What follows belongs to an exercise in optimizing a design on an open flow for small area; a production flow would make more cautious choices.
RTL that was checked went through simulation tests only; none was proved equivalent to the original.
No functional check of the RTL was part of run 6.
Power figures rest on the tool's default switching activity, not on a simulated workload. No driver is modelled on the clock port, so clocking that relies on it looks cheaper here than on a real chip.

File: flow/run.sh
#!/bin/bash
# Standard layout, with the port buffers made from the smallest buffer cell and a leaner clock tree.
set -e
export BUFFER_PORTS_ARGS="-buffer_cell sky130_fd_sc_hd__buf_1"
export PLACE_PINS_ARGS="-min_distance 1 -min_distance_in_tracks"
export REMOVE_ABC_BUFFERS=1
export CTS_ARGS="-sink_clustering_enable -repair_clock_nets -dont_use_dummy_load -buf_list sky130_fd_sc_hd__clkbuf_16 -sink_clustering_size 30 -sink_clustering_max_diameter 110"
bash standard.sh > standard.log 2>&1
File: standard.sh
#!/bin/bash
# synth_recipe.tcl (not shown) runs the flow's synth.tcl, then flattens the netlist and writes it again
# the make line also repeats each setting of config.mk as NAME=value (left out here)
make -C /OpenROAD-flow-scripts/flow DESIGN_CONFIG=/design/flow/config.mk WORK_HOME=/design/flow/orfs CLKGATE_MAP_FILE= SYNTH_SCRIPT=/design/flow/synth_recipe.tcl "${@:-finish}"
File: config.mk
export PLATFORM = sky130hd
export DESIGN_NAME = ram_burst_ctrl
export DESIGN_NICKNAME = ram_burst_ctrl
export VERILOG_FILES = /design/flow/design.v
export SDC_FILE = /design/flow/constraint.sdc
export NUM_CORES = 4
export LEC_CHECK = 0
export CAP_MARGIN = 10
export CORE_AREA = 4 4 181 181
export DIE_AREA = 0 0 185 185
export SLEW_MARGIN = 10
File: constraint.sdc
create_clock -name core_clock -period 7.0 [get_ports {clk}]
set_input_delay 1.4000 -clock core_clock [delete_from_list [all_inputs] [get_ports {clk}]]
set_output_delay 1.4000 -clock core_clock [all_outputs]
set_load 0.01 [all_outputs]
File: design.v
module ram_burst_ctrl #(
  parameter int DATA_W = 32,
  parameter int ADDR_W = 9,
  parameter int BURST  = 16
) (
  input  logic                       clk,
  input  logic                       rst,
  input  logic                       cmd_valid,
  output logic                       cmd_ready,
  input  logic                       cmd_we,
  input  logic [ADDR_W-1:0]          cmd_addr,
  input  logic [5:0]                 cmd_len,
  input  logic                       wr_valid,
  output logic                       wr_ready,
  input  logic [DATA_W-1:0]          wr_data,
  output logic                       rd_valid,
  input  logic                       rd_ready,
  output logic [DATA_W-1:0]          rd_data,
  output logic                       rd_last,
  output logic                       busy,
  output logic                       done,
  output logic                       err,
  output logic                       ram_we,
  output logic [ADDR_W-1:0]          ram_addr,
  output logic [$clog2(BURST)-1:0]   ram_cnt,
  output logic [DATA_W*BURST-1:0]    ram_wdata,
  input  logic [DATA_W*BURST-1:0]    ram_rdata
);
  localparam logic [2:0] S_IDLE   = 3'd0;
  localparam logic [2:0] S_WFILL  = 3'd2;
  localparam logic [2:0] S_WBURST = 3'd6;
  localparam logic [2:0] S_RISSUE = 3'd1;
  localparam logic [2:0] S_RWAIT  = 3'd3;
  localparam logic [2:0] S_RDRAIN = 3'd5;
  logic [2:0]        r_state;
  logic [ADDR_W:0]   r_addr;    
  logic [5:0]        r_left;    
  logic [3:0]        r_idx;     
  logic              r_ended;   
  logic              r_err;
  logic [DATA_W-1:0] r_wbuf [BURST-1];
  logic [DATA_W-1:0] r_wlast;
  function automatic logic [4:0] f_inc4(input logic [3:0] x, input logic ci);
    logic c;
    c = ci;
    for (int i = 0; i < 4; i++) begin
      f_inc4[i] = x[i] ^ c;
      c = c & x[i];
    end
    f_inc4[4] = c;
  endfunction
  function automatic logic [5:0] f_inc6(input logic [5:0] x, input logic ci);
    logic c;
    c = ci;
    for (int i = 0; i < 6; i++) begin
      f_inc6[i] = x[i] ^ c;
      c = c & x[i];
    end
  endfunction
  function automatic logic [5:0] f_dec6(input logic [5:0] x, input logic bi);
    logic b;
    b = bi;
    for (int i = 0; i < 6; i++) begin
      f_dec6[i] = x[i] ^ b;
      b = b & ~x[i];
    end
  endfunction
  logic w_idle, w_fill, w_drain, w_wburst, w_accept;
  logic w_wr_hs, w_rd_hs, w_hs, w_last, w_wdone, w_idx15, w_chunk_end;
  logic w_cmd_oor, w_cnt_clamp;
  logic [4:0]      w_lo_inc;
  logic [ADDR_W:0] w_addr_inc;
  logic [3:0]      w_cnt;
  assign w_idle      = (r_state == S_IDLE);
  assign w_fill      = (r_state == S_WFILL);
  assign w_drain     = (r_state == S_RDRAIN);
  assign w_wburst    = (r_state == S_WBURST);
  assign w_accept    = w_idle && cmd_valid;
  assign w_wr_hs     = w_fill && wr_valid;
  assign w_rd_hs     = w_drain && rd_ready;
  assign w_hs        = w_wr_hs || w_rd_hs;
  assign w_last      = (r_left == '0);
  assign w_wdone     = r_left[5] && r_left[4];
  assign w_idx15     = (r_idx == 4'd15);
  assign w_chunk_end = w_idx15 || w_last;
  assign w_lo_inc   = f_inc4(r_addr[3:0], w_rd_hs);
  assign w_addr_inc = {f_inc6(r_addr[ADDR_W:4], w_lo_inc[4] | r_ended), w_lo_inc[3:0]};
  always_comb begin
    logic c;
    c = 1'b0;
    for (int i = 0; i < 6; i++) c = (cmd_addr[i] & cmd_len[i]) | (c & cmd_addr[i]) | (c & cmd_len[i]);
    w_cmd_oor = c & (&cmd_addr[8:6]);
  end
  always_ff @(posedge clk) begin
    if (rst) begin
      r_state <= S_IDLE;
      r_ended <= 1'b0;
      r_err   <= 1'b0;
    end else begin
      r_ended <= w_wburst || (w_rd_hs && w_last);
      case (r_state)
        S_IDLE: begin
          if (cmd_valid) begin
            r_err   <= w_cmd_oor;
            r_state <= cmd_we ? S_WFILL : S_RISSUE;
          end
        end
        S_WFILL:  if (wr_valid && w_chunk_end) r_state <= S_WBURST;
        S_WBURST: begin
          r_state <= w_wdone ? S_IDLE : S_WFILL;
        end
        S_RISSUE: r_state <= S_RWAIT;
        S_RWAIT:  r_state <= S_RDRAIN;
        S_RDRAIN: begin
          if (rd_ready) begin
            if (w_last) begin
              r_state <= S_IDLE;
            end else if (w_idx15) begin
              r_state <= S_RISSUE;
            end
          end
        end
        default: r_state <= S_IDLE;
      endcase
    end
  end
  always_ff @(posedge clk) begin
    r_addr <= w_accept ? {1'b0, cmd_addr} : w_addr_inc;
    r_left <= w_accept ? cmd_len : f_dec6(r_left, w_hs);
    r_idx  <= w_accept ? 4'd0 : f_inc4(r_idx, w_hs);
  end
  generate
    for (genvar gi = 0; gi < BURST - 1; gi++) begin : g_word
      always_ff @(posedge clk)
        if (w_wr_hs && (r_idx == gi)) r_wbuf[gi] <= wr_data;
      assign ram_wdata[gi*DATA_W +: DATA_W] = r_wbuf[gi];
    end
  endgenerate
  always_ff @(posedge clk) r_wlast <= wr_data;
  assign ram_wdata[(BURST-1)*DATA_W +: DATA_W] = r_wlast;
  assign w_cnt = {r_idx[3] ^ ~(r_idx[2] | r_idx[1] | r_idx[0]), r_idx[2] ^ ~(r_idx[1] | r_idx[0]),
                  ~(r_idx[1] ^ r_idx[0]), ~r_idx[0]};
  always_comb begin
    logic c;
    c = 1'b0;
    for (int i = 0; i < 4; i++) c = (r_addr[i] & w_cnt[i]) | (c & (r_addr[i] | w_cnt[i]));
    w_cnt_clamp = c & (&r_addr[ADDR_W-1:4]) & w_wburst;
  end
  assign cmd_ready = w_idle;
  assign busy      = !w_idle;
  assign wr_ready  = w_fill;
  assign rd_valid  = w_drain;
  assign rd_data   = r_addr[ADDR_W] ? '0 : ram_rdata[DATA_W-1:0];
  assign rd_last   = w_last;
  assign done      = w_idle && r_ended;
  assign err       = r_err;
  assign ram_we    = w_wburst && !r_addr[ADDR_W];
  assign ram_addr  = w_addr_inc[ADDR_W-1:0];
  assign ram_cnt   = w_cnt_clamp ? ~r_addr[3:0] : (w_cnt & {4{w_wburst}});
endmodule
==> results_dict.tcl, run 1 <==
set metrics [dict create \
    outcome "timing/DRC/antenna clean" \
    syn2layout_area_growth_pct 21.1 \
    tritoncts_num_sinks 537 \
    synth_cells 752 \
    fin_crit_sh_pct 74.7 \
    numCtsBuffers 21 \
    synth.yosys.warnings 2 \
    finalWirelength_mm 67.8 \
    leakagePower_nw 6.56 \
    fin_skew_ns 0.0344 \
    cp.required_ns 5.60 \
    worstPathCellList "buf_1 -> and2_1 -> ha_1 -> ha_1 -> ha_1 -> ha_1 -> or2_2 -> ha_1 -> ha_1 -> ha_1 -> ha_1 -> ha_1 -> buf_1" \
    slowest_delay_ns 0.29 \
    power_density_nw_per_um2 260 \
    max-clock-path-buffers 3 \
    synth_xor_xnor_area_share_pct 0.259 \
    fillCellCount 2217 \
    yosysTopAreaCellShare_pct 85.3 \
    synth-edff-count 480 \
    clock_slew_seen_by_the_registers_of_the_worst_setup_and_hold_paths_ns 0.12 \
    worst-path-buf-inv 2 \
    startpoint_type_of_the_worst_setup_path "input pin" \
    final-max-slew-violation-count 0 \
    core_area_um2 30700 \
    ys_types 40 \
    clock_latency_ns 0.56 \
    holdCritStartpoint "r_err" \
    drive_above_1_share_pct 3.94 \
    globalRouteTotalUtil_pct 38.6 \
    die_w_um 185 \
    floorplan.initialDensity_pct 54.9 \
    synth-compound-area-share_pct 1.27 \
    ys.flop_type "sky130_fd_sc_hd__edfxtp_1" \
    detailed_route_vias_per_instance 5.96 \
    via_count 10861 \
    die-area_um2 34200 \
    yosys-mux-area-fraction_pct 0 \
    finalWorstSetupSlack_ns 1.77 \
    postRouteAntennaNets 0 \
    critical_path.most_common_cell "sky130_fd_sc_hd__ha_1" \
    drt_pass1_iterations 5 \
    dpl_worst_slack_ns 1.76 \
    drt_drc_violations_left 0 \
    worstPathArrival_ns 3.83 \
    critPathKind "input pin to output pin" \
    async_flop_share_pct 0 \
    max-vdd-ir-drop_mv 0.226 \
    dp_hpwl_mm 47.7 \
    rows 64 \
    worstMarginPinSlew_ns 1.07 \
    worstReg2RegStart "r_state[1]" \
    synth-adder-area-share_pct 1.56 \
    initialDrtViolationCount 1377 \
    maximum_number_of_pins_on_one_net_before_global_route_repair 35 \
    grt_overflow_total 0 \
    wirelength_per_cell_um 37.2 \
    cpMaxStageDelayCell "sky130_fd_sc_hd__ha_1" \
    grt_setup_unrepaired "no" \
    cts_hold_repair.buffers 0 \
    end_kind "output pin" \
    total_negative_slack_for_setup_checks_ns 0 \
    syn-cell-area_um2 16900 \
    design_area_um2 20500 \
    synth.avg_cell_area_um2 22.5 \
    reg2reg_setup_slack_ns 3.87 \
    max_freq_mhz 191 \
    cts.root.buffer_cell "sky130_fd_sc_hd__clkbuf_16" \
    synth.yosys.seq_area_share_pct 92.1 \
    antenna_found_initial 7 \
    number_of_ports_placed_on_the_die_boundary 1130 \
    die_y_um 185 \
    first_global_vias 10235 \
    slew_headroom_pct 28.8 \
    hp-class "flop to flop" \
    finalHoldViolCount 0 \
    cts_setup_buffers 0 \
    max_h_tree_level 1 \
    ranking_of_synthesized_cells_by_area "sky130_fd_sc_hd__edfxtp_1, sky130_fd_sc_hd__dfxtp_1, sky130_fd_sc_hd__ha_1" \
    gp_congestion 0.996 \
    worst_path_dominant_cell_family "adder cells" \
    io_buffer_count 649 \
    critPathLaunch "rd_ready" \
    fin_nets 2009 \
    timing.final.setup_violations 0 \
    cts.repair.resized 0 \
    yosysTopAreaCell "sky130_fd_sc_hd__edfxtp_1" \
    placed_area_um2 19900 \
    grt_pass1_wl_mm 88.4 \
    post_synth_and_or_nand_nor_area_fraction_pct 3.93 \
    yosys_reg_bits 537 \
    crit_path_max_fanout 3 \
    min_period_ns 5.23 \
    tritoncts "done" \
    drv.max_cap_violation_count 0 \
    synth_top_family_by_area "simple AND/OR/NAND/NOR gates" \
]
==> placed cells by master, fill, tap and decap left out, types with 2 or more instances in the layout <==
cell,count
sky130_fd_sc_hd__buf_1,649
sky130_fd_sc_hd__xnor2_1,4
sky130_fd_sc_hd__buf_4,16
sky130_fd_sc_hd__edfxtp_1,480
sky130_fd_sc_hd__nor2_4,11
sky130_fd_sc_hd__inv_1,10
sky130_fd_sc_hd__dfxtp_1,57
sky130_fd_sc_hd__diode_2,5
sky130_fd_sc_hd__clkbuf_16,21
sky130_fd_sc_hd__nand2b_1,3
sky130_fd_sc_hd__nor3_1,3
sky130_fd_sc_hd__ha_1,21
sky130_fd_sc_hd__and3b_1,2
sky130_fd_sc_hd__o21ai_0,6
sky130_fd_sc_hd__o2bb2ai_1,3
sky130_fd_sc_hd__or2_2,2
sky130_fd_sc_hd__a21oi_1,10
sky130_fd_sc_hd__o31ai_1,2
sky130_fd_sc_hd__nor2_1,16
sky130_fd_sc_hd__and2_1,7
sky130_fd_sc_hd__nor2b_1,34
sky130_fd_sc_hd__nor3_2,4
sky130_fd_sc_hd__nand3b_1,2
sky130_fd_sc_hd__nand2_1,37
sky130_fd_sc_hd__and3_1,2
sky130_fd_sc_hd__o21ai_1,3
==> power breakdown <==
part / internal, W / leakage (nW) / switching (W)
clock network: 0.000544 / 0.259 / 0.000876
registers: 0.00354 / 4.79 / 0.0000371
logic: 0.0000851 / 1.51 / 0.000233
==> synthesized netlist by cell type, types with 2 or more instances <==
cell type,n
sky130_fd_sc_hd__or2_2,2
sky130_fd_sc_hd__and2_1,7
sky130_fd_sc_hd__o2bb2ai_1,3
sky130_fd_sc_hd__o21ai_0,6
sky130_fd_sc_hd__nand2_1,37
sky130_fd_sc_hd__and3_1,2
sky130_fd_sc_hd__buf_4,9
sky130_fd_sc_hd__o31ai_1,2
sky130_fd_sc_hd__dfxtp_1,57
sky130_fd_sc_hd__and3b_1,2
sky130_fd_sc_hd__edfxtp_1,480
sky130_fd_sc_hd__o21ai_1,3
sky130_fd_sc_hd__xnor2_1,4
sky130_fd_sc_hd__inv_1,10
sky130_fd_sc_hd__clkbuf_8,2
sky130_fd_sc_hd__nor2b_1,34
sky130_fd_sc_hd__nand3b_1,2
sky130_fd_sc_hd__ha_1,21
sky130_fd_sc_hd__a21oi_1,10
sky130_fd_sc_hd__nor3_1,7
sky130_fd_sc_hd__nor2_1,27
sky130_fd_sc_hd__nand2b_1,3
sky130_fd_sc_hd__clkbuf_1,5
==> path summary, 6_finish.rpt <==
path,to,cells after the start
setup / recovery,ram_addr[8],13
setup reg to reg,r_addr[8],14
hold reg to reg,r_err,2
hold / removal,r_err,2
==> cell type report <==
type | instances | area, um^2 | share of cell area [%]
multi-input cells | 188 | 1290 | 6.29
diodes | 5 | 12.5 | 0.0611
clock buffers | 21 | 526 | 2.57
inverters | 10 | 37.5 | 0.183
flip-flops and latches | 537 | 15600 | 76.0
well taps | 396 | 495 | 2.42
repair buffers | 665 | 2560 | 12.5
==> stage by stage <==
stage,util (%),instances,hold WS [ns],total power [W]
4_1_cts,66.5,1817,0.503,0.00532
6_report,66.6,1822,0.515,0.00532
5_1_grt,66.5,1818,0.539,0.00548
3_5_place_dp,64.8,1796,0.481,0.00396
3_3_place_gp,64.8,1796,0.473,0.00395
2_1_floorplan,-,735,0.508,0.00379
==> worst register-to-register path: cells and delay by family, from the launching register on <==
family / cells / cell delay [ns]
adders and majority gates: 9 / 1.72
and+or+nand+nor: 5 / 0.83
DFF: 1 / 0.46
==> flip-flops by register name (all words and copies together), names as in the netlist <==
register,flops
r_err,1
r_addr,10
r_left,6
r_ended,1
r_wbuf,480
r_wlast,32
r_state,3
r_idx,4
==> routing by layer <==
| layer | GRT usage [%] | vias up | wire length [um] |
|---|---|---|---|
| li1 | - | 4167 | - |
| met1 | 43.9 | 5463 | 21400 |
| met2 | 54.4 | 981 | 28500 |
| met3 | 22.4 | 244 | 11000 |
| met4 | 27.2 | 6 | 6760 |
| met5 | 2.00 | - | 126 |
==> kinds of logic after synthesis <==
logic type / Yosys count
xor+xnor: 5
compound gates: 33
simple gates: 129
fa+ha+maj: 21
flops: 537
buf+inv: 27
==> run 2: changes to the inputs <==
==> flow/run.sh (replaced) <==
#!/bin/bash
# Standard layout, with the port buffers made from the smallest buffer cell and a leaner clock tree.
set -e
export BUFFER_PORTS_ARGS="-buffer_cell sky130_fd_sc_hd__buf_1"
export PLACE_PINS_ARGS="-min_distance 1 -min_distance_in_tracks"
export REMOVE_ABC_BUFFERS=1
export CTS_ARGS="-sink_clustering_enable -repair_clock_nets -dont_use_dummy_load -buf_list sky130_fd_sc_hd__clkbuf_16 -sink_clustering_size 28 -sink_clustering_max_diameter 110"
bash standard.sh > standard.log 2>&1
==> results_dict.tcl, run 2 <==
set metrics [dict create \
    max_freq_mhz 191 \
    worstPathArrival_ns 3.83 \
    clock_slew_seen_by_the_registers_of_the_worst_setup_and_hold_paths_ns 0.11 \
    syn-cell-area_um2 16900 \
    mostFrequentLayoutCells "sky130_fd_sc_hd__buf_1, sky130_fd_sc_hd__edfxtp_1, sky130_fd_sc_hd__dfxtp_1, sky130_fd_sc_hd__nand2_1, sky130_fd_sc_hd__nor2b_1" \
    tritoncts_num_sinks 537 \
    synth.yosys.warnings 2 \
    gp_congestion 0.996 \
    numCtsBuffers 23 \
    end_kind "output pin" \
    ys_types 40 \
    die-area_um2 34200 \
    wirelength_per_cell_um 37.4 \
    yosysTopAreaCell "sky130_fd_sc_hd__edfxtp_1" \
    r2r.worst_path.cells 14 \
    drv.max_cap_violation_count 0 \
    synth.avg_cell_area_um2 22.5 \
    worstMarginPinSlew_ns 1.06 \
    synth.yosys.seq_area_share_pct 92.1 \
    globalRouteTotalUtil_pct 39.0 \
    cts.repair.resized 0 \
    detailed_route_vias_per_instance 5.93 \
    dpl.cell_count 1796 \
    max-vdd-ir-drop_mv 0.295 \
    leading_cell_type_by_number_of_instances_after_synthesis "sky130_fd_sc_hd__edfxtp_1" \
    design_area_um2 20500 \
    cts.root.buffer_cell "sky130_fd_sc_hd__clkbuf_16" \
    fin_skew_ns 0.0548 \
    layout.cells.most_common "sky130_fd_sc_hd__buf_1" \
    worstPathCellList "buf_1 -> and2_1 -> ha_1 -> ha_1 -> ha_1 -> ha_1 -> or2_2 -> ha_1 -> ha_1 -> ha_1 -> ha_1 -> ha_1 -> buf_1" \
    slowest_delay_ns 0.29 \
    largestRegisters "r_wbuf (480), r_wlast (32), r_addr (10)" \
    critPathKind "input pin to output pin" \
    hold_path_end "r_err" \
    slew_headroom_pct 29.3 \
    cpMaxStageDelayCell "sky130_fd_sc_hd__ha_1" \
    most_numerous_cell_types_in_the_synthesized_netlist "sky130_fd_sc_hd__edfxtp_1, sky130_fd_sc_hd__dfxtp_1, sky130_fd_sc_hd__nand2_1" \
    synth_cells 752 \
    antenna_found_initial 7 \
    rows 64 \
    crit_path_max_fanout 3 \
    grt_overflow_total 0 \
    async_flop_share_pct 0 \
    cts_setup_buffers 0 \
    io_buffer_count 649 \
    startpoint_type_of_the_worst_setup_path "input pin" \
    maximum_number_of_pins_on_one_net_before_global_route_repair 35 \
    fin_nets 2011 \
    ys.flop_type "sky130_fd_sc_hd__edfxtp_1" \
    ranking_of_synthesized_cells_by_area "sky130_fd_sc_hd__edfxtp_1, sky130_fd_sc_hd__dfxtp_1, sky130_fd_sc_hd__ha_1" \
    tritoncts "done" \
    worstReg2RegStart "r_state[1]" \
    finalHoldViolCount 0 \
    yosysTopAreaCellShare_pct 85.3 \
    max-clock-path-buffers 3 \
    holdCritStartpoint "r_err" \
    die_w_um 185 \
    initialDrtViolationCount 1301 \
    via_count 10808 \
    worst-path-buf-inv 2 \
    dp_hpwl_mm 47.7 \
    worst_path_dominant_cell_family "adder cells" \
    largest_register_ffs 480 \
    total_negative_slack_for_setup_checks_ns 0 \
    reg2reg_setup_slack_ns 3.86 \
    outcome "timing/DRC/antenna clean" \
    number_of_ports_placed_on_the_die_boundary 1130 \
    drive_above_1_share_pct 4.08 \
    power_density_nw_per_um2 262 \
    grt_setup_unrepaired "no" \
    critical_path.most_common_cell "sky130_fd_sc_hd__ha_1" \
    timing.final.setup_violations 0 \
    fin_crit_sh_pct 74.8 \
    max_h_tree_level 1 \
    instances_no_fill 1822 \
    rr_endpoint "r_addr[8]" \
    syn2layout_area_growth_pct 21.4 \
    drt_pass1_iterations 5 \
    most_flops_register "r_wbuf" \
    die_y_um 185 \
    hold_depth 2 \
    cts_hold_repair.buffers 0 \
    clock_latency_ns 0.57 \
    drt_drc_violations_left 0 \
    yosys_reg_bits 537 \
    cp.required_ns 5.60 \
    leakagePower_nw 6.59 \
    min_period_ns 5.23 \
    synth-edff-count 480 \
    postRouteAntennaNets 0 \
    grt_pass1_wl_mm 88.9 \
    first_global_vias 10189 \
    core_area_um2 30700 \
    placed_area_um2 19900 \
    final-max-slew-violation-count 0 \
    hp-class "flop to flop" \
    finalWirelength_mm 68.2 \
    floorplan.initialDensity_pct 54.9 \
]
[run 2: cell counts after synthesis]
No cell type changed its count.
[run 2: worst max-delay path by stage]
stage / endpoint / from / cells after the start / slack, ns
after floorplan: ram_addr[8] / rd_ready / 11 / 2.11
after global placement: ram_addr[8] / rd_ready / 13 / 1.78
after detailed placement: ram_addr[8] / rd_ready / 13 / 1.76
after CTS: ram_addr[8] / rd_ready / 13 / 1.76
after global routing: ram_addr[8] / rd_ready / 13 / 1.64
final: ram_addr[8] / rd_ready / 13 / 1.77
[run 2: report_power, final]
part / internal [W] / leakage (nW) / total (W) / switching, W
combinational: 0.0000851 / 1.51 / 0.000317 / 0.000232
sequential: 0.00355 / 4.79 / 0.00358 / 0.0000369
clock: 0.000592 / 0.283 / 0.00148 / 0.000888
total: 0.00422 / 6.59 / 0.00538 / 0.00116
[run 2: logic make-up after synthesis]
| group | synth area share [%] |
|---|---|
| AND/OR/NAND/NOR | 3.93 |
| flip-flops | 92.1 |
| AO/OA/AOI/OAI | 1.27 |
| XOR/XNOR | 0.259 |
| buffers and inverters | 0.926 |
| adder cells (fa/ha/maj) | 1.56 |
[run 2: worst min-delay path, stage by stage, from the launching register on]
cell,delay (ns)
sky130_fd_sc_hd__dfxtp_1,0.33
sky130_fd_sc_hd__nand3b_1,0.08
sky130_fd_sc_hd__o31ai_1,0.06
[run 2: through the flow]
| stage | utilization [%] | worst slack [ns] | total power, W | hold WS, ns |
|---|---|---|---|---|
| floorplan | - | 2.11 | 0.00379 | 0.508 |
| global placement | 64.8 | 1.78 | 0.00395 | 0.473 |
| detailed placement | 64.8 | 1.76 | 0.00396 | 0.481 |
| CTS | 66.7 | 1.76 | 0.00538 | 0.501 |
| global route | 66.7 | 1.64 | 0.00554 | 0.538 |
| finish | 66.7 | 1.77 | 0.00538 | 0.507 |
[run 2: cell type report]
class,instances,area [um^2]
inverters,10,37.5
clock buffers,23,576
repair buffers,665,2560
well taps,396,495
flip-flops and latches,537,15600
diodes,3,7.51
multi-input cells,188,1290
fillers,2207,10200
[run 2: per-layer routing]
| metal | global-route usage, % | share of wire (%) | up-vias |
|---|---|---|---|
| met3 | 22.7 | 16 | 273 |
| met4 | 29.4 | 11 | 8 |
| met5 | 3.43 | 0.23 | - |
| li1 | - | - | 4176 |
| met1 | 45.0 | 32 | 5391 |
| met2 | 53.4 | 41 | 960 |
==> run 3: changes to the inputs <==
==> flow/run.sh (replaced) <==
#!/bin/bash
# Standard layout, with the port buffers made from the smallest buffer cell and a leaner clock tree.
set -e
export BUFFER_PORTS_ARGS="-buffer_cell sky130_fd_sc_hd__buf_1"
export PLACE_PINS_ARGS="-min_distance 1 -min_distance_in_tracks"
export REMOVE_ABC_BUFFERS=1
export CTS_ARGS="-sink_clustering_enable -repair_clock_nets -dont_use_dummy_load -buf_list sky130_fd_sc_hd__clkbuf_16 -sink_clustering_size 30 -sink_clustering_max_diameter 95"
bash standard.sh > standard.log 2>&1
==> results_dict.tcl, run 3 <==
set metrics [dict create \
    timing.final.setup_violations 0 \
    ranking_of_synthesized_cells_by_area "sky130_fd_sc_hd__edfxtp_1, sky130_fd_sc_hd__dfxtp_1, sky130_fd_sc_hd__ha_1" \
    reg2reg_setup_slack_ns 3.88 \
    drt_drc_violations_left 0 \
    regArea_um2 15600 \
    fillCellCount 2214 \
    grt_setup_unrepaired "no" \
    first_global_vias 10236 \
    min_period_ns 5.24 \
    leakagePower_nw 6.56 \
    grt_overflow_total 0 \
    max_freq_mhz 191 \
    largestRegisters "r_wbuf (480), r_wlast (32), r_addr (10)" \
    clock_slew_seen_by_the_registers_of_the_worst_setup_and_hold_paths_ns 0.11 \
    cts.root.buffer_cell "sky130_fd_sc_hd__clkbuf_16" \
    end_kind "output pin" \
    initialDrtViolationCount 1197 \
    hold_depth 2 \
    io_buffer_count 649 \
    drv.max_cap_violation_count 0 \
    rr_endpoint "r_addr[8]" \
    core_area_um2 30700 \
    clock_latency_ns 0.56 \
    postRouteAntennaNets 0 \
    tritoncts "done" \
    yosysTopAreaCellShare_pct 85.3 \
    cts_setup_buffers 0 \
    slew_headroom_pct 28.7 \
    synth_cells 752 \
    power_density_nw_per_um2 260 \
    synth.yosys.seq_area_share_pct 92.1 \
    grt_busiest_layer "met2" \
    maximum_number_of_pins_on_one_net_before_global_route_repair 35 \
    most_flops_register "r_wbuf" \
    timing.hold.ws_ns 0.503 \
    gp_congestion 0.996 \
    use_met2_pct 53.8 \
    via_count 10811 \
    die_y_um 185 \
    fin_crit_sh_pct 74.8 \
    cts.repair.resized 0 \
    wirelength_per_cell_um 37.4 \
    total_negative_slack_for_setup_checks_ns 0 \
    fin_nets 2009 \
    most_numerous_cell_types_in_the_synthesized_netlist "sky130_fd_sc_hd__edfxtp_1, sky130_fd_sc_hd__dfxtp_1, sky130_fd_sc_hd__nand2_1" \
    antenna_found_initial 7 \
    use_met3_pct 22.7 \
    drive_above_1_share_pct 3.94 \
    syn-cell-area_um2 16900 \
    max-vdd-ir-drop_mv 0.227 \
    ys_types 40 \
    globalRouteTotalUtil_pct 38.7 \
    holdCritStartpoint "r_err" \
    crit_path_max_fanout 3 \
    critPathKind "input pin to output pin" \
    max-clock-path-buffers 3 \
    numCtsBuffers 21 \
    grt_pass1_wl_mm 88.6 \
    cts_hold_repair.buffers 0 \
    worstPathArrival_ns 3.84 \
    die-area_um2 34200 \
    worstMarginPinSlew_ns 1.07 \
    finalWirelength_mm 68.0 \
    totalPowerFinal_w 0.00532 \
    r2r.worst_path.cells 14 \
    fin_skew_ns 0.0346 \
    worstReg2RegStart "r_state[1]" \
    cp.required_ns 5.60 \
    final-max-slew-violation-count 0 \
    dp_hpwl_mm 47.7 \
    hp-class "flop to flop" \
    detailed_route_vias_per_instance 5.94 \
    rows 64 \
    async_flop_share_pct 0 \
    hold_path_end "r_err" \
    largest_register_ffs 480 \
    grt_use_met1_pct 44.2 \
    outcome "timing/DRC/antenna clean" \
    synth.avg_cell_area_um2 22.5 \
    mostFrequentLayoutCells "sky130_fd_sc_hd__buf_1, sky130_fd_sc_hd__edfxtp_1, sky130_fd_sc_hd__dfxtp_1, sky130_fd_sc_hd__nand2_1, sky130_fd_sc_hd__nor2b_1" \
    startpoint_type_of_the_worst_setup_path "input pin" \
    floorplan.initialDensity_pct 54.9 \
    syn2layout_area_growth_pct 21.1 \
    finalHoldViolCount 0 \
    yosys_reg_bits 537 \
    layout.cells.most_common "sky130_fd_sc_hd__buf_1" \
    synth.yosys.warnings 2 \
    synth-edff-count 480 \
    tritoncts_num_sinks 537 \
    yosysTopAreaCell "sky130_fd_sc_hd__edfxtp_1" \
    die_w_um 185 \
    combined_area_of_the_multi_input_logic_cells_um2 1290 \
    leading_cell_type_by_number_of_instances_after_synthesis "sky130_fd_sc_hd__edfxtp_1" \
    ys.flop_type "sky130_fd_sc_hd__edfxtp_1" \
    max_h_tree_level 1 \
    number_of_ports_placed_on_the_die_boundary 1130 \
    drt_pass1_iterations 5 \
]
==> run 3: cell families (layout without fill, tap and decap cells) <==
group                    count (synthesis)  in the layout  share of synthesized area (%)
flip-flops                             537            537                           92.1
AO/OA/AOI/OAI                           33             33                           1.27
XOR/XNOR                                 5              5                          0.259
other                                    0              4                              0
buffers and inverters                   27            696                          0.926
AND/OR/NAND/NOR                        129            129                           3.93
adder cells (fa/ha/maj)                 21             21                           1.56
==> run 3: how the worst max path moves through the flow <==
stage / from / slack (ns) / end / depth (start not counted)
5_1_grt: rd_ready / 1.64 / ram_addr[8] / 13
6_report: rd_ready / 1.76 / ram_addr[8] / 13
3_5_place_dp: rd_ready / 1.76 / ram_addr[8] / 13
4_1_cts: rd_ready / 1.76 / ram_addr[8] / 13
2_1_floorplan: rd_ready / 2.11 / ram_addr[8] / 11
3_3_place_gp: rd_ready / 1.78 / ram_addr[8] / 13
==> run 3: worst max-delay path, cell delays in order <==
cell and delay [ns]:
sky130_fd_sc_hd__buf_1 0.08, sky130_fd_sc_hd__and2_1 0.17, sky130_fd_sc_hd__ha_1 0.19, sky130_fd_sc_hd__ha_1 0.18
sky130_fd_sc_hd__ha_1 0.18, sky130_fd_sc_hd__ha_1 0.16, sky130_fd_sc_hd__or2_2 0.27, sky130_fd_sc_hd__ha_1 0.18
sky130_fd_sc_hd__ha_1 0.18, sky130_fd_sc_hd__ha_1 0.18, sky130_fd_sc_hd__ha_1 0.18, sky130_fd_sc_hd__ha_1 0.29
sky130_fd_sc_hd__buf_1 0.19
==> run 3: final cells by class <==
class                      count  share of cell area (%)
antenna                        4                  0.0489
clock buffer                  21                    2.57
inverter                      10                   0.183
multi-input combinational    188                    6.29
sequential                   537                    76.0
tap                          396                    2.42
timing repair buffer         665                    12.5
==> run 3: layer usage <==
metal / share of wire (%) / vias to the layer above
met5: 0.12 / -
met4: 10 / 6
met3: 17 / 259
met2: 41 / 957
met1: 31 / 5428
li1: - / 4161
==> run 3: power by group <==
group          internal (W)  total [W]  switching (W)  leakage (nW)
clock              0.000544    0.00142       0.000876         0.259
combinational     0.0000851   0.000319       0.000234          1.51
sequential          0.00354    0.00358      0.0000373          4.79
total               0.00417    0.00532        0.00115          6.56
==> run 3: through the flow <==
step	utilization [%]	setup WS, ns	cell area [um^2]	cells
2_1_floorplan	-	2.11	16800	735
3_3_place_gp	64.8	1.78	19900	1796
3_5_place_dp	64.8	1.76	19900	1796
4_1_cts	66.5	1.76	20500	1817
5_1_grt	66.5	1.64	20500	1818
6_report	66.6	1.76	20500	1821
==> run 4: changes to the inputs <==
--- a/config.mk
+++ b/config.mk
@@ -6,6 +6,6 @@
 export NUM_CORES = 4
 export LEC_CHECK = 0
 export CAP_MARGIN = 10
-export CORE_AREA = 4 4 181 181
-export DIE_AREA = 0 0 185 185
+export CORE_AREA = 4 4 174 174
+export DIE_AREA = 0 0 178 178
 export SLEW_MARGIN = 10
==> results_dict.tcl, run 4 <==
set metrics [dict create \
    outcome "aborted with a tool error" \
    lastStage "global routing (5_1_grt)" \
    error_message "[ERROR GRT-0116] Global routing finished with congestion. Check the congestion regions in the DRC Viewer." \
    yosysTopAreaCellShare_pct 85.3 \
    ranking_of_synthesized_cells_by_area "sky130_fd_sc_hd__edfxtp_1, sky130_fd_sc_hd__dfxtp_1, sky130_fd_sc_hd__ha_1" \
    grt_pass1_wl_mm 98.0 \
    die_y_um 178 \
    cts_setup_buffers 0 \
    yosysTopAreaCell "sky130_fd_sc_hd__edfxtp_1" \
    placed_area_um2 19900 \
    tritoncts_num_sinks 537 \
    synth_cells 752 \
    synth.yosys.seq_area_share_pct 92.1 \
    rows 61 \
    die_w_um 178 \
    syn-cell-area_um2 16900 \
    most_numerous_cell_types_in_the_synthesized_netlist "sky130_fd_sc_hd__edfxtp_1, sky130_fd_sc_hd__dfxtp_1, sky130_fd_sc_hd__nand2_1" \
    synth-edff-count 480 \
    floorplan.initialDensity_pct 60.0 \
    leading_cell_type_by_number_of_instances_after_synthesis "sky130_fd_sc_hd__edfxtp_1" \
    numCtsBuffers 21 \
    synth.yosys.warnings 2 \
    gp_congestion 1.03 \
    dpl.cell_count 1778 \
    max_h_tree_level 1 \
    ys.flop_type "sky130_fd_sc_hd__edfxtp_1" \
    cts.repair.resized 0 \
    yosys_reg_bits 537 \
    cts_hold_repair.buffers 0 \
    io_buffer_count 649 \
    synth.avg_cell_area_um2 22.5 \
    dp_hpwl_mm 47.9 \
    ys_types 40 \
    async_flop_share_pct 0 \
    maximum_number_of_pins_on_one_net_before_global_route_repair 35 \
    number_of_ports_placed_on_the_die_boundary 1130 \
    globalRouteTotalUtil_pct 47.6 \
    cts.root.buffer_cell "sky130_fd_sc_hd__clkbuf_16" \
    grt_overflow_total 6 \
    max-clock-path-buffers 3 \
    first_global_vias 11112 \
]
[run 4: stage by stage]
| stage | setup WS, ns | hold slack (ns) | utilization [%] |
|---|---|---|---|
| 4_1_cts | 1.73 | 0.499 | 72.6 |
| 3_5_place_dp | 1.75 | 0.480 | 70.7 |
| 2_1_floorplan | 2.11 | 0.508 | - |
| 3_3_place_gp | 1.78 | 0.473 | 70.7 |
[run 4: how the worst max path moves through the flow]
stage                  end  slack (ns)  depth (start not counted)
2_1_floorplan  ram_addr[8]        2.11                         11
3_3_place_gp   ram_addr[8]        1.78                         13
3_5_place_dp   ram_addr[8]        1.75                         13
4_1_cts        ram_addr[8]        1.73                         13
[run 4: per-layer routing]
layer | GRT overflow | GRT usage [%]
met1 | 0 | 52.5
met2 | 3 | 59.8
met3 | 0 | 38.0
met4 | 3 | 34.5
met5 | 0 | 10.4
[run 4: logic make-up after synthesis]
family	after synthesis	share of synthesized area, %
AO/OA/AOI/OAI	33	1.27
XOR/XNOR	5	0.259
AND/OR/NAND/NOR	129	3.93
buffers and inverters	27	0.926
flip-flops	537	92.1
adder cells (fa/ha/maj)	21	1.56
[run 4: power by group through the flow]
stage               logic (W)  clock network, W  registers (W)
detailed placement   0.000303                 0        0.00365
floorplan            0.000128                 0        0.00366
CTS                  0.000304           0.00141        0.00358
global placement     0.000298                 0        0.00365
==> run 5: changes to the inputs <==
--- a/config.mk
+++ b/config.mk
@@ -6,6 +6,6 @@
 export NUM_CORES = 4
 export LEC_CHECK = 0
 export CAP_MARGIN = 10
-export CORE_AREA = 4 4 174 174
-export DIE_AREA = 0 0 178 178
+export CORE_AREA = 4 4 188 188
+export DIE_AREA = 0 0 192 192
 export SLEW_MARGIN = 10
==> results_dict.tcl, run 5 <==
set metrics [dict create \
    cts.root.buffer_cell "sky130_fd_sc_hd__clkbuf_16" \
    total_negative_slack_for_setup_checks_ns 0 \
    synth.yosys.seq_area_share_pct 92.1 \
    cts_hold_repair.buffers 0 \
    end_kind "output pin" \
    netSwitchingPower_w 0.00111 \
    power_density_nw_per_um2 258 \
    ranking_of_synthesized_cells_by_area "sky130_fd_sc_hd__edfxtp_1, sky130_fd_sc_hd__dfxtp_1, sky130_fd_sc_hd__ha_1" \
    postRouteAntennaNets 0 \
    utilization_pct 61.4 \
    startpoint_type_of_the_worst_setup_path "input pin" \
    grt_overflow_total 0 \
    finalWirelength_mm 57.7 \
    finalWorstSetupSlack_ns 1.70 \
    instances_no_fill 1871 \
    p_int_w 0.00417 \
    dpl_worst_slack_ns 1.70 \
    yosys_reg_bits 537 \
    max-clock-path-buffers 3 \
    synth-edff-count 480 \
    most_flops_register "r_wbuf" \
    cts_setup_buffers 0 \
    regArea_um2 15600 \
    io_buffer_count 649 \
    wirelength_per_cell_um 30.8 \
    dpl.cell_count 1847 \
    synth.avg_cell_area_um2 22.5 \
    tritoncts "done" \
    initialDrtViolationCount 945 \
    mostFrequentLayoutCells "sky130_fd_sc_hd__buf_1, sky130_fd_sc_hd__edfxtp_1, sky130_fd_sc_hd__dfxtp_1, sky130_fd_sc_hd__nand2_1, sky130_fd_sc_hd__nor2b_1" \
    max_h_tree_level 1 \
    synth.yosys.warnings 2 \
    die_y_um 192 \
    fin_skew_ns 0.0261 \
    drt_drc_violations_left 0 \
    share_seq_of_total_power_pct 67.7 \
    clock_slew_seen_by_the_registers_of_the_worst_setup_and_hold_paths_ns 0.11 \
    clockPowerShare_pct 26.6 \
    power.switching_fraction_pct 21.0 \
    leading_cell_type_by_number_of_instances_after_synthesis "sky130_fd_sc_hd__edfxtp_1" \
    drt_pass1_iterations 5 \
    gp_congestion 0.969 \
    grt_setup_unrepaired "no" \
    largest_register_ffs 480 \
    detailed_route_vias_per_instance 5.45 \
    slew_headroom_pct 21.2 \
    crit_path_max_fanout 3 \
    core_area_um2 33400 \
    final-max-slew-violation-count 0 \
    globalRouteTotalUtil_pct 30.0 \
    max_freq_mhz 189 \
    largestRegisters "r_wbuf (480), r_wlast (32), r_addr (10)" \
    hp-class "flop to flop" \
    critPathKind "input pin to output pin" \
    dp_hpwl_mm 42.1 \
    drive_above_1_share_pct 3.87 \
    synth_cells 752 \
    cp.required_ns 5.60 \
    min_period_ns 5.30 \
    yosysTopAreaCell "sky130_fd_sc_hd__edfxtp_1" \
    grt_pass1_wl_mm 75.9 \
    die_w_um 192 \
    floorplan.initialDensity_pct 50.5 \
    max-vdd-ir-drop_mv 0.218 \
    drv.max_cap_violation_count 0 \
    syn-cell-area_um2 16900 \
    finalHoldViolCount 0 \
    worstPathArrival_ns 3.90 \
    first_global_vias 9615 \
    leakagePower_nw 6.56 \
    reg2reg_setup_slack_ns 3.79 \
    fin_crit_sh_pct 75.7 \
    number_of_ports_placed_on_the_die_boundary 1130 \
    rows 67 \
    antenna_found_initial 3 \
    clock_latency_ns 0.55 \
    syn2layout_area_growth_pct 21.5 \
    ys.flop_type "sky130_fd_sc_hd__edfxtp_1" \
    worstMarginPinSlew_ns 1.18 \
    layout.cells.most_common "sky130_fd_sc_hd__buf_1" \
    combined_area_of_the_multi_input_logic_cells_um2 1290 \
    async_flop_share_pct 0 \
    die-area_um2 36900 \
    comb_power_share_pct 5.7 \
    via_count 10205 \
    yosysTopAreaCellShare_pct 85.3 \
    fillCellCount 2578 \
    cts.repair.resized 0 \
    maximum_number_of_pins_on_one_net_before_global_route_repair 35 \
    tritoncts_num_sinks 537 \
    numCtsBuffers 21 \
    fin_nets 2008 \
    most_numerous_cell_types_in_the_synthesized_netlist "sky130_fd_sc_hd__edfxtp_1, sky130_fd_sc_hd__dfxtp_1, sky130_fd_sc_hd__nand2_1" \
    outcome "timing/DRC/antenna clean" \
    timing.final.setup_violations 0 \
    ys_types 40 \
]
## run 5: cell counts after synthesis
Identical to the previous run, type by type.
## run 5: cells by family (layout without fill, tap and decap cells)
group                      Yosys count  count (layout)  share of synthesized area, %
AOI/OAI and AO/OA                   33              33                          1.27
xor gates and xnor gates             5               5                         0.259
adders and majority gates           21              21                          1.56
buffers and inverters               27             695                         0.926
DFF                                537             537                          92.1
other                                0               3                             0
and+or+nand+nor                    129             129                          3.93
## run 5: final cells by class
class,instances,area share (%)
antenna,3,0.0366
multi-input combinational,188,6.27
tap,448,2.73
sequential,537,75.8
timing repair buffer,664,12.4
clock buffer,21,2.56
inverter,10,0.183
## run 5: layer usage
layer | track usage, % | wire length, um | share of wire [%]
met1 | 35.3 | 19200 | 33
met2 | 44.5 | 25200 | 44
met3 | 15.6 | 8950 | 16
met4 | 16.4 | 4210 | 7.3
met5 | 3.16 | 174 | 0.30
## run 5: power groups by stage
stage / Sequential [W] / Combinational [W] / Clock [W]
2_1_floorplan: 0.00366 / 0.000128 / 0
3_3_place_gp: 0.00365 / 0.000291 / 0
3_5_place_dp: 0.00365 / 0.000295 / 0
4_1_cts: 0.00358 / 0.000297 / 0.00143
5_1_grt: 0.00359 / 0.000330 / 0.00156
6_report: 0.00358 / 0.000302 / 0.00140
## run 5: final timing paths
kind | cells after the start | from | to
setup / recovery | 13 | rd_ready | ram_addr[8]
hold / removal | 2 | r_err | r_err
setup reg to reg | 14 | r_state[1] | r_addr[9]
hold reg to reg | 2 | r_err | r_err
## run 5: worst max-delay path, stage by stage
cell	delay [ns]
sky130_fd_sc_hd__buf_1	0.08
sky130_fd_sc_hd__and2_1	0.19
sky130_fd_sc_hd__ha_1	0.20
sky130_fd_sc_hd__ha_1	0.18
sky130_fd_sc_hd__ha_1	0.18
sky130_fd_sc_hd__ha_1	0.20
sky130_fd_sc_hd__or2_2	0.28
sky130_fd_sc_hd__ha_1	0.19
sky130_fd_sc_hd__ha_1	0.18
sky130_fd_sc_hd__ha_1	0.19
sky130_fd_sc_hd__ha_1	0.19
sky130_fd_sc_hd__ha_1	0.29
sky130_fd_sc_hd__buf_1	0.15
## run 5: per-stage QoR
step | instance area [um^2] | hold slack [ns] | total power, W
global placement | 20000 | 0.479 | 0.00394
global route | 20500 | 0.543 | 0.00548
detailed placement | 20000 | 0.480 | 0.00395
floorplan | 16800 | 0.508 | 0.00379
finish | 20500 | 0.505 | 0.00529
CTS | 20500 | 0.507 | 0.00530
==> run 6: changes to the inputs <==
--- a/design.v
+++ b/design.v
@@ -144,7 +144,7 @@
     logic c;
     c = 1'b0;
     for (int i = 0; i < 4; i++) c = (r_addr[i] & w_cnt[i]) | (c & (r_addr[i] | w_cnt[i]));
-    w_cnt_clamp = c & (&r_addr[ADDR_W-1:4]) & w_wburst;
+    w_cnt_clamp = c & (&r_addr[ADDR_W-1:4]);
   end
   assign cmd_ready = w_idle;
   assign busy      = !w_idle;
@@ -156,5 +156,5 @@
   assign err       = r_err;
   assign ram_we    = w_wburst && !r_addr[ADDR_W];
   assign ram_addr  = w_addr_inc[ADDR_W-1:0];
-  assign ram_cnt   = w_cnt_clamp ? ~r_addr[3:0] : (w_cnt & {4{w_wburst}});
+  assign ram_cnt   = w_cnt_clamp ? ~r_addr[3:0] : w_cnt;
 endmodule
==> flow/run.sh (replaced) <==
#!/bin/bash
# Standard layout, with the port buffers made from the smallest buffer cell and a leaner clock tree.
set -e
export BUFFER_PORTS_ARGS="-buffer_cell sky130_fd_sc_hd__buf_1"
export PLACE_PINS_ARGS="-min_distance 1 -min_distance_in_tracks"
export REMOVE_ABC_BUFFERS=1
export CTS_ARGS="-sink_clustering_enable -repair_clock_nets -dont_use_dummy_load -buf_list sky130_fd_sc_hd__clkbuf_16 -sink_clustering_size 30 -sink_clustering_max_diameter 140"
bash standard.sh > standard.log 2>&1
--- a/config.mk
+++ b/config.mk
@@ -6,6 +6,6 @@
 export NUM_CORES = 4
 export LEC_CHECK = 0
 export CAP_MARGIN = 10
-export CORE_AREA = 4 4 188 188
-export DIE_AREA = 0 0 192 192
+export CORE_AREA = 4 4 181 181
+export DIE_AREA = 0 0 185 185
 export SLEW_MARGIN = 10
==> results_dict.tcl, run 6 <==
set metrics [dict create \
    via_count 10313 \
    timing.final.setup_violations 0 \
    drv.max_cap_violation_count 0 \
    largestRegisters "r_wbuf (480), r_wlast (32), r_addr (10)" \
    syn2layout_area_growth_pct 21.2 \
    largest_register_ffs 480 \
    max_freq_mhz 190 \
    number_of_ports_placed_on_the_die_boundary 1130 \
    synth.yosys.seq_area_share_pct 92.3 \
    ys.flop_type "sky130_fd_sc_hd__edfxtp_1" \
    layout.cells.most_common "sky130_fd_sc_hd__buf_1" \
    crit_path_max_fanout 3 \
    final-max-slew-violation-count 0 \
    die_w_um 185 \
    fin_crit_sh_pct 75.3 \
    yosys_reg_bits 537 \
    cts.root.buffer_cell "sky130_fd_sc_hd__clkbuf_16" \
    max_h_tree_level 1 \
    finalWirelength_mm 62.0 \
    total_negative_slack_for_setup_checks_ns 0 \
    synth.yosys.warnings 2 \
    leading_cell_type_by_number_of_instances_after_synthesis "sky130_fd_sc_hd__edfxtp_1" \
    first_global_vias 9883 \
    fin_skew_ns 0.0183 \
    min_period_ns 5.27 \
    max-clock-path-buffers 3 \
    synth-edff-count 480 \
    core_area_um2 30700 \
    max-vdd-ir-drop_mv 0.195 \
    maximum_number_of_pins_on_one_net_before_global_route_repair 35 \
    worstPathArrival_ns 3.87 \
    io_buffer_count 649 \
    wirelength_per_cell_um 34.6 \
    worstMarginPinSlew_ns 1.00 \
    leakagePower_nw 6.48 \
    fillCellCount 2192 \
    yosysTopAreaCellShare_pct 85.5 \
    cts_setup_buffers 0 \
    dpl.cell_count 1772 \
    synth.avg_cell_area_um2 23.2 \
    drive_above_1_share_pct 4.72 \
    most_numerous_cell_types_in_the_synthesized_netlist "sky130_fd_sc_hd__edfxtp_1, sky130_fd_sc_hd__dfxtp_1, sky130_fd_sc_hd__nor2b_1" \
    syn-cell-area_um2 16900 \
    instances_no_fill 1795 \
    startpoint_type_of_the_worst_setup_path "input pin" \
    tritoncts_num_sinks 537 \
    grt_setup_unrepaired "no" \
    critPathKind "input pin to output pin" \
    clock_slew_seen_by_the_registers_of_the_worst_setup_and_hold_paths_ns 0.10 \
    finalHoldViolCount 0 \
    postRouteAntennaNets 0 \
    ys_types 41 \
    most_flops_register "r_wbuf" \
    globalRouteTotalUtil_pct 35.4 \
    cp.required_ns 5.60 \
    fin_nets 1985 \
    cts.repair.resized 0 \
    numCtsBuffers 21 \
    grt_pass1_wl_mm 82.1 \
    tritoncts "done" \
    totalPowerFinal_w 0.00533 \
    power_density_nw_per_um2 261 \
    dpl_worst_slack_ns 1.73 \
    async_flop_share_pct 0 \
    detailed_route_vias_per_instance 5.75 \
    die-area_um2 34200 \
    dp_hpwl_mm 45.3 \
    end_kind "output pin" \
    clock_latency_ns 0.55 \
    ranking_of_synthesized_cells_by_area "sky130_fd_sc_hd__edfxtp_1, sky130_fd_sc_hd__dfxtp_1, sky130_fd_sc_hd__ha_1" \
    drt_drc_violations_left 0 \
    mostFrequentLayoutCells "sky130_fd_sc_hd__buf_1, sky130_fd_sc_hd__edfxtp_1, sky130_fd_sc_hd__dfxtp_1, sky130_fd_sc_hd__nor2b_1" \
    rows 64 \
    synth_cells 728 \
    hp-class "flop to flop" \
    slew_headroom_pct 32.7 \
    initialDrtViolationCount 1048 \
    drt_pass1_iterations 5 \
    die_y_um 185 \
    cts_hold_repair.buffers 0 \
    grt_overflow_total 0 \
    regArea_um2 15600 \
    yosysTopAreaCell "sky130_fd_sc_hd__edfxtp_1" \
    combined_area_of_the_multi_input_logic_cells_um2 1270 \
    floorplan.initialDensity_pct 54.8 \
    gp_congestion 0.961 \
    finalWorstSetupSlack_ns 1.73 \
    outcome "timing/DRC/antenna clean" \
    antenna_found_initial 4 \
]
run 6: cell types whose count changed in the layout (fill, tap and decap cells not counted), sizes merged, moves of 2 or more:
cell,change
a22oi,+2
nor3,-2
mux2i,+3
o2bb2ai,-3
nor2,-5
nand2,-28
mux2,+9
a21oi,+3
nand2b,+2
run 6: metrics by stage:
step	hold slack, ns	instance area, um^2	util (%)
after floorplan	0.487	16800	-
after global placement	0.473	19900	64.7
after detailed placement	0.478	19900	64.7
after CTS	0.496	20400	66.5
after global routing	0.535	20400	66.5
final	0.498	20400	66.5
run 6: final cells by class:
cell class | instances | area share [%]
Clock buffer | 21 | 2.57
Multi-Input combinational cell | 165 | 6.22
Sequential cell | 537 | 76.1
Antenna cell | 2 | 0.0245
Tap cell | 396 | 2.42
Timing Repair Buffer | 664 | 12.5
Inverter | 10 | 0.184
run 6: worst paths after layout:
kind	slack, ns	cells after the start	to	startpoint
setup / recovery	1.73	13	ram_addr[8]	rd_ready
setup reg to reg	3.70	13	r_addr[8]	r_state[1]
hold reg to reg	0.50	2	r_err	r_err
hold / removal	0.50	2	r_err	r_err
run 6: critical path, stage by stage:
cell                     delay [ns]
sky130_fd_sc_hd__buf_1         0.10
sky130_fd_sc_hd__and2_1        0.20
sky130_fd_sc_hd__ha_1          0.20
sky130_fd_sc_hd__ha_1          0.18
sky130_fd_sc_hd__ha_1          0.18
sky130_fd_sc_hd__ha_1          0.16
sky130_fd_sc_hd__or2_2         0.27
sky130_fd_sc_hd__ha_1          0.19
sky130_fd_sc_hd__ha_1          0.18
sky130_fd_sc_hd__ha_1          0.18
sky130_fd_sc_hd__ha_1          0.18
sky130_fd_sc_hd__ha_1          0.29
sky130_fd_sc_hd__buf_1         0.18
run 6: kinds of logic after synthesis:
group | synth area share (%)
DFF | 92.3
and+or+nand+nor | 3.19
AOI/OAI and AO/OA | 1.08
buffers and inverters | 0.794
adders and majority gates | 1.62
muxes | 0.779
xor gates and xnor gates | 0.260
run 6: layer usage:
layer  track usage (%)  wire length [um]
met2              51.0             26400
met1              39.2             19500
met5             0.571                11
met4              23.4              5690
met3              22.0             10500
run 6: power by group:
part | switching, W | total, W | internal, W | leakage (nW)
clock | 0.000868 | 0.00141 | 0.000543 | 0.259
combinational | 0.000235 | 0.000333 | 0.0000979 | 1.43
sequential | 0.0000372 | 0.00358 | 0.00355 | 4.79
total | 0.00114 | 0.00533 | 0.00419 | 6.48
==> run 7: changes to the inputs <==
--- a/design.v
+++ b/design.v
@@ -27,10 +27,10 @@
   input  logic [DATA_W*BURST-1:0]    ram_rdata
 );
   localparam logic [2:0] S_IDLE   = 3'd0;
-  localparam logic [2:0] S_WFILL  = 3'd2;
-  localparam logic [2:0] S_WBURST = 3'd6;
-  localparam logic [2:0] S_RISSUE = 3'd1;
-  localparam logic [2:0] S_RWAIT  = 3'd3;
+  localparam logic [2:0] S_WFILL  = 3'd1;
+  localparam logic [2:0] S_WBURST = 3'd2;
+  localparam logic [2:0] S_RISSUE = 3'd3;
+  localparam logic [2:0] S_RWAIT  = 3'd4;
   localparam logic [2:0] S_RDRAIN = 3'd5;
   logic [2:0]        r_state;
   logic [ADDR_W:0]   r_addr;    
@@ -88,7 +88,7 @@
   always_comb begin
     logic c;
     c = 1'b0;
-    for (int i = 0; i < 6; i++) c = (cmd_addr[i] & cmd_len[i]) | (c & cmd_addr[i]) | (c & cmd_len[i]);
+    for (int i = 0; i < 6; i++) c = (cmd_addr[i] & cmd_len[i]) | (c & (cmd_addr[i] | cmd_len[i]));
     w_cmd_oor = c & (&cmd_addr[8:6]);
   end
   always_ff @(posedge clk) begin
@@ -138,8 +138,7 @@
   endgenerate
   always_ff @(posedge clk) r_wlast <= wr_data;
   assign ram_wdata[(BURST-1)*DATA_W +: DATA_W] = r_wlast;
-  assign w_cnt = {r_idx[3] ^ ~(r_idx[2] | r_idx[1] | r_idx[0]), r_idx[2] ^ ~(r_idx[1] | r_idx[0]),
-                  ~(r_idx[1] ^ r_idx[0]), ~r_idx[0]};
+  assign w_cnt = r_idx - 1'b1;
   always_comb begin
     logic c;
     c = 1'b0;
==> flow/run.sh (replaced) <==
#!/bin/bash
# Standard layout, with the port buffers made from the smallest buffer cell, each RAM write
# word's pins kept together, and a leaner clock tree.
set -e
export BUFFER_PORTS_ARGS="-buffer_cell sky130_fd_sc_hd__buf_1"
export PLACE_PINS_ARGS="-min_distance 1 -min_distance_in_tracks"
export PRE_IO_PLACEMENT_TCL="$(pwd)/flow/pins.tcl"
export REMOVE_ABC_BUFFERS=1
export CTS_ARGS="-sink_clustering_enable -repair_clock_nets -dont_use_dummy_load -buf_list sky130_fd_sc_hd__clkbuf_16 -sink_clustering_size 30 -sink_clustering_max_diameter 110"
bash standard.sh > standard.log 2>&1
==> flow/pins.tcl (new file) <==
# Keep each ram_wdata word's 32 pins together, so each word's registers (which share one
# load enable) sit together near their pins.
for {set w 0} {$w < 16} {incr w} {
  set names {}
  for {set b 0} {$b < 32} {incr b} {
    lappend names "ram_wdata\[[expr {$w * 32 + $b}]\]"
  }
  set_io_pin_constraint -group -order -pin_names $names
}
--- a/config.mk
+++ b/config.mk
@@ -6,6 +6,6 @@
 export NUM_CORES = 4
 export LEC_CHECK = 0
 export CAP_MARGIN = 10
-export CORE_AREA = 4 4 181 181
-export DIE_AREA = 0 0 185 185
+export CORE_AREA = 4 4 216 216
+export DIE_AREA = 0 0 220 220
 export SLEW_MARGIN = 10
==> results_dict.tcl, run 7 <==
set metrics [dict create \
    synth_xor_xnor_area_share_pct 0.206 \
    finalWirelength_mm 64.8 \
    grt_setup_unrepaired "no" \
    numCtsBuffers 22 \
    floorplan.initialDensity_pct 38.3 \
    die-area_um2 48400 \
    fin_skew_ns 0.0473 \
    yosysTopAreaCellShare_pct 84.9 \
    maximum_number_of_pins_on_one_net_before_global_route_repair 35 \
    max_h_tree_level 1 \
    total_negative_slack_for_setup_checks_ns 0 \
    first_global_vias 9479 \
    final-max-slew-violation-count 0 \
    ys.flop_type "sky130_fd_sc_hd__edfxtp_1" \
    tritoncts_num_sinks 537 \
    critPathKind "input pin to output pin" \
    rows 77 \
    synth-adder-area-share_pct 1.68 \
    synth_top_family_by_area "simple AND/OR/NAND/NOR gates" \
    cts.repair.resized 0 \
    postRouteAntennaNets 0 \
    mostFrequentLayoutCells "sky130_fd_sc_hd__buf_1, sky130_fd_sc_hd__edfxtp_1, sky130_fd_sc_hd__dfxtp_1, sky130_fd_sc_hd__nand2_1, sky130_fd_sc_hd__nor2b_1" \
    syn2layout_area_growth_pct 23.0 \
    largest_register_ffs 480 \
    leakagePower_nw 6.68 \
    synth_cells 773 \
    worstMarginPinSlew_ns 1.40 \
    slew_headroom_pct 6.77 \
    synth.yosys.seq_area_share_pct 91.6 \
    largestRegisters "r_wbuf (480), r_wlast (32), r_addr (10)" \
    startpoint_type_of_the_worst_setup_path "input pin" \
    cts_hold_repair.buffers 0 \
    detailed_route_vias_per_instance 5.32 \
    cts.root.buffer_cell "sky130_fd_sc_hd__clkbuf_16" \
    most_flops_register "r_wbuf" \
    fin_nets 2045 \
    yosysTopAreaCell "sky130_fd_sc_hd__edfxtp_1" \
    finalHoldViolCount 0 \
    min_period_ns 5.30 \
    die_y_um 220 \
    io_buffer_count 649 \
    drt_drc_violations_left 0 \
    cts_setup_buffers 0 \
    post_synth_and_or_nand_nor_area_fraction_pct 4.00 \
    max-vdd-ir-drop_mv 0.171 \
    yosys-mux-area-fraction_pct 0.118 \
    ranking_of_synthesized_cells_by_area "sky130_fd_sc_hd__edfxtp_1, sky130_fd_sc_hd__dfxtp_1, sky130_fd_sc_hd__ha_1" \
    outcome "timing/DRC/antenna clean" \
    wirelength_per_cell_um 31.6 \
    core_area_um2 44300 \
    drv.max_cap_violation_count 0 \
    drt_pass1_iterations 8 \
    dpl.cell_count 2026 \
    initialDrtViolationCount 1613 \
    max_freq_mhz 189 \
    worstPathArrival_ns 3.90 \
    synth.avg_cell_area_um2 22.0 \
    max-clock-path-buffers 3 \
    instances_no_fill 2050 \
    grt_pass1_wl_mm 83.0 \
    power_density_nw_per_um2 266 \
    ys_types 45 \
    via_count 10915 \
    drive_above_1_share_pct 5.36 \
    cp.required_ns 5.60 \
    number_of_ports_placed_on_the_die_boundary 1130 \
    gp_congestion 1.07 \
    globalRouteTotalUtil_pct 25.2 \
    end_kind "output pin" \
    synth-edff-count 480 \
    layout.cells.most_common "sky130_fd_sc_hd__buf_1" \
    grt_overflow_total 0 \
    yosys_reg_bits 537 \
    fin_crit_sh_pct 75.7 \
    clock_slew_seen_by_the_registers_of_the_worst_setup_and_hold_paths_ns 0.09 \
    synth.yosys.warnings 2 \
    totalPowerFinal_w 0.00555 \
    timing.final.setup_violations 0 \
    synth-compound-area-share_pct 1.34 \
    hp-class "flop to flop" \
    utilization_pct 47.1 \
    most_numerous_cell_types_in_the_synthesized_netlist "sky130_fd_sc_hd__edfxtp_1, sky130_fd_sc_hd__dfxtp_1, sky130_fd_sc_hd__nand2_1" \
    leading_cell_type_by_number_of_instances_after_synthesis "sky130_fd_sc_hd__edfxtp_1" \
    die_w_um 220 \
    antenna_found_initial 3 \
    dp_hpwl_mm 49.0 \
    tritoncts "done" \
    syn-cell-area_um2 17000 \
    async_flop_share_pct 0 \
    clock_latency_ns 0.54 \
    crit_path_max_fanout 3 \
]
## run 7: worst max-delay path, stage by stage
cell and delay, ns:
sky130_fd_sc_hd__buf_1 0.11, sky130_fd_sc_hd__and2_1 0.18, sky130_fd_sc_hd__ha_1 0.19, sky130_fd_sc_hd__ha_1 0.18
sky130_fd_sc_hd__ha_1 0.18, sky130_fd_sc_hd__ha_1 0.17, sky130_fd_sc_hd__or2_2 0.29, sky130_fd_sc_hd__ha_1 0.18
sky130_fd_sc_hd__ha_1 0.18, sky130_fd_sc_hd__ha_1 0.18, sky130_fd_sc_hd__ha_1 0.18, sky130_fd_sc_hd__ha_1 0.31
sky130_fd_sc_hd__buf_1 0.17
## run 7: path summary, 6_finish.rpt
path | from | endpoint | slack [ns] | cells after the start
hold reg to reg | r_err | r_err | 0.56 | 3
setup reg to reg | r_state[1] | r_addr[8] | 3.70 | 15
hold / removal | r_err | r_err | 0.56 | 3
setup / recovery | rd_ready | ram_addr[8] | 1.70 | 13
## run 7: where the power goes
part	switching, W	internal [W]	total, W
logic	0.000347	0.000141	0.000488
registers	0.0000495	0.00358	0.00363
clock network	0.000869	0.000567	0.00144
total	0.00127	0.00429	0.00555
## run 7: layer usage
metal  track usage (%)  part of all wire (%)  vias to the layer above
met5              5.21                  0.26                        -
met4              10.2                   4.6                        6
met3              17.0                    20                      217
met2              33.7                    40                     1093
met1              31.5                    35                     5339
li1                  -                     -                     4260
## run 7: area by class of cell
class | count | area, um^2
Fill cell | 3841 | 23400
Sequential cell | 537 | 15600
Timing Repair Buffer | 680 | 2670
Multi-Input combinational cell | 202 | 1290
Tap cell | 592 | 741
Clock buffer | 22 | 551
Inverter | 15 | 57.6
Antenna cell | 2 | 5.00
## run 7: cell families after synthesis
| logic type | after synthesis |
|---|---|
| adder cells (fa/ha/maj) | 23 |
| multiplexers | 2 |
| AND/OR/NAND/NOR | 138 |
| buffers and inverters | 34 |
| XOR/XNOR | 4 |
| AO/OA/AOI/OAI | 35 |
| flip-flops | 537 |
## run 7: stage by stage
step	hold slack (ns)	instance area [um^2]	worst slack, ns
after floorplan	0.503	16900	2.09
after global placement	0.538	20300	1.71
after detailed placement	0.545	20300	1.69
after CTS	0.560	20900	1.68
after global routing	0.609	20900	1.59
final	0.561	20900	1.70
==> run 8: changes to the inputs <==
==> flow/pins.tcl (replaced) <==
# Keep each data bit's pins together (that bit of every RAM write word, of wr_data, rd_data
# and ram_rdata word 0), so each bit slice's registers sit together near their pins.
for {set b 0} {$b < 32} {incr b} {
  set names [list "wr_data\[$b\]" "ram_rdata\[$b\]" "rd_data\[$b\]"]
  for {set w 0} {$w < 16} {incr w} {
    lappend names "ram_wdata\[[expr {$w * 32 + $b}]\]"
  }
  set_io_pin_constraint -group -order -pin_names $names
}
==> results_dict.tcl, run 8 <==
set metrics [dict create \
    cts_hold_repair.buffers 0 \
    postRouteAntennaNets 0 \
    fin_crit_sh_pct 75.9 \
    comb_power_share_pct 7.8 \
    max-clock-path-buffers 3 \
    cts_setup_buffers 0 \
    outcome "timing/DRC/antenna clean" \
    routedLengthMet1_mm 18.2 \
    critPathKind "input pin to output pin" \
    worst-path-buf-inv 2 \
    end_kind "output pin" \
    largest_register_ffs 480 \
    netSwitchingPower_w 0.00121 \
    ys.flop_type "sky130_fd_sc_hd__edfxtp_1" \
    share_seq_of_total_power_pct 66.3 \
    critPathLaunch "rd_ready" \
    totalPowerFinal_w 0.00547 \
    ranking_of_synthesized_cells_by_area "sky130_fd_sc_hd__edfxtp_1, sky130_fd_sc_hd__dfxtp_1, sky130_fd_sc_hd__ha_1" \
    syn-cell-area_um2 17000 \
    fin_nets 2032 \
    numCtsBuffers 21 \
    power_density_nw_per_um2 263 \
    timing.final.setup_violations 0 \
    timing.critical_path.to "ram_addr[8]" \
    initialDrtViolationCount 927 \
    finalWorstSetupSlack_ns 1.69 \
    tritoncts_num_sinks 537 \
    floorplan.initialDensity_pct 38.3 \
    antennaDiodeCount 0 \
    io_buffer_count 649 \
    layout.cells.most_common "sky130_fd_sc_hd__buf_1" \
    synth_cells 773 \
    worstReg2RegStart "r_state[1]" \
    ys_types 45 \
    syn2layout_area_growth_pct 22.6 \
    total_negative_slack_for_setup_checks_ns 0 \
    clock_slew_seen_by_the_registers_of_the_worst_setup_and_hold_paths_ns 0.11 \
    detailed_route_vias_per_instance 4.95 \
    slew_headroom_pct 31.6 \
    max_h_tree_level 1 \
    highest_layer "met4" \
    number_of_ports_placed_on_the_die_boundary 1130 \
    worstMarginPinSlew_ns 1.03 \
    yosysTopAreaCell "sky130_fd_sc_hd__edfxtp_1" \
    fin_skew_ns 0.0379 \
    leading_cell_type_by_number_of_instances_after_synthesis "sky130_fd_sc_hd__edfxtp_1" \
    yosysTopAreaCellShare_pct 84.9 \
    fillCellCount 3843 \
    worstPathCellList "buf_1 -> and2_1 -> ha_1 -> ha_1 -> ha_1 -> ha_1 -> or2_2 -> ha_1 -> ha_1 -> ha_1 -> ha_1 -> ha_1 -> buf_1" \
]
==> run 8: cell types whose count changed in the layout (fill, tap and decap cells not counted) <==
cell	previous run	this run
sky130_fd_sc_hd__clkbuf_16	22	21
sky130_fd_sc_hd__diode_2	2	0
sky130_fd_sc_hd__dfxtp_1	57	56
sky130_fd_sc_hd__dfxtp_2	0	1
sky130_fd_sc_hd__clkbuf_2	3	0
sky130_fd_sc_hd__buf_1	646	649
sky130_fd_sc_hd__nor2_4	0	11
sky130_fd_sc_hd__buf_4	31	19
sky130_fd_sc_hd__nor2_2	11	0
==> run 8: how the worst min path moves through the flow <==
| stage | from | endpoint | slack (ns) | cells after the start |
|---|---|---|---|---|
| global route | r_left[3] | r_left[3] | 0.59 | 3 |
| CTS | r_err | r_err | 0.56 | 3 |
| detailed placement | r_err | r_err | 0.54 | 3 |
| floorplan | r_state[1] | r_state[1] | 0.50 | 1 |
| finish | r_err | r_err | 0.56 | 3 |
| global placement | r_err | r_err | 0.54 | 3 |
==> run 8: per-layer routing <==
metal  vias to the layer above  GRT usage (%)
met3                       169           4.61
li1                       4230              -
met5                         -              0
met2                       671           30.2
met4                         0           9.92
met1                      4995           22.8
==> run 8: layout make-up <==
type | instances | area share (%)
sequential | 537 | 74.8
inverter | 15 | 0.277
multi-input combinational | 202 | 6.49
tap | 592 | 3.56
timing repair buffer | 668 | 12.4
clock buffer | 21 | 2.53
==> run 8: power by group through the flow <==
stage / Sequential (W) / Combinational (W) / Clock (W)
after floorplan: 0.00371 / 0.000214 / 0
after global placement: 0.00370 / 0.000421 / 0
after detailed placement: 0.00370 / 0.000430 / 0
after CTS: 0.00363 / 0.000431 / 0.00146
after global routing: 0.00364 / 0.000471 / 0.00159
final: 0.00363 / 0.000429 / 0.00141
==> run 8: logic make-up after synthesis <==
logic type	share of synthesized area [%]
AND/OR/NAND/NOR	4.00
buffers and inverters	1.02
flip-flops	91.6
XOR/XNOR	0.206
multiplexers	0.118
AO/OA/AOI/OAI	1.34
adder cells (fa/ha/maj)	1.68
==> run 8: worst register-to-register path, stage by stage, from the launching register on <==
cell and delay [ns]:
sky130_fd_sc_hd__dfxtp_1 0.48, sky130_fd_sc_hd__inv_1 0.16, sky130_fd_sc_hd__and3_1 0.25, sky130_fd_sc_hd__and2_1 0.21, sky130_fd_sc_hd__ha_1 0.20, sky130_fd_sc_hd__ha_1 0.18
sky130_fd_sc_hd__ha_1 0.18, sky130_fd_sc_hd__ha_1 0.18, sky130_fd_sc_hd__or2_2 0.30, sky130_fd_sc_hd__ha_1 0.18, sky130_fd_sc_hd__ha_1 0.19, sky130_fd_sc_hd__ha_1 0.18
sky130_fd_sc_hd__ha_1 0.18, sky130_fd_sc_hd__ha_1 0.29, sky130_fd_sc_hd__nand2_1 0.07, sky130_fd_sc_hd__nand2_1 0.06
==> run 8: stage by stage <==
| stage | instance area, um^2 | hold WS [ns] | std cells |
|---|---|---|---|
| floorplan | 16900 | 0.503 | 754 |
| global placement | 20300 | 0.537 | 2014 |
| finish | 20800 | 0.557 | 2035 |
| detailed placement | 20300 | 0.544 | 2014 |
| global route | 20800 | 0.585 | 2035 |
| CTS | 20800 | 0.562 | 2035 |

Setup slack of run 8, layout unchanged: 1.688 ns with ideal ports, 1.637 ns with driving cells assumed (clock clkbuf_16, inputs buf_2), 1.637 ns with port delays also shifted by the 0.595 ns mid clock arrival.
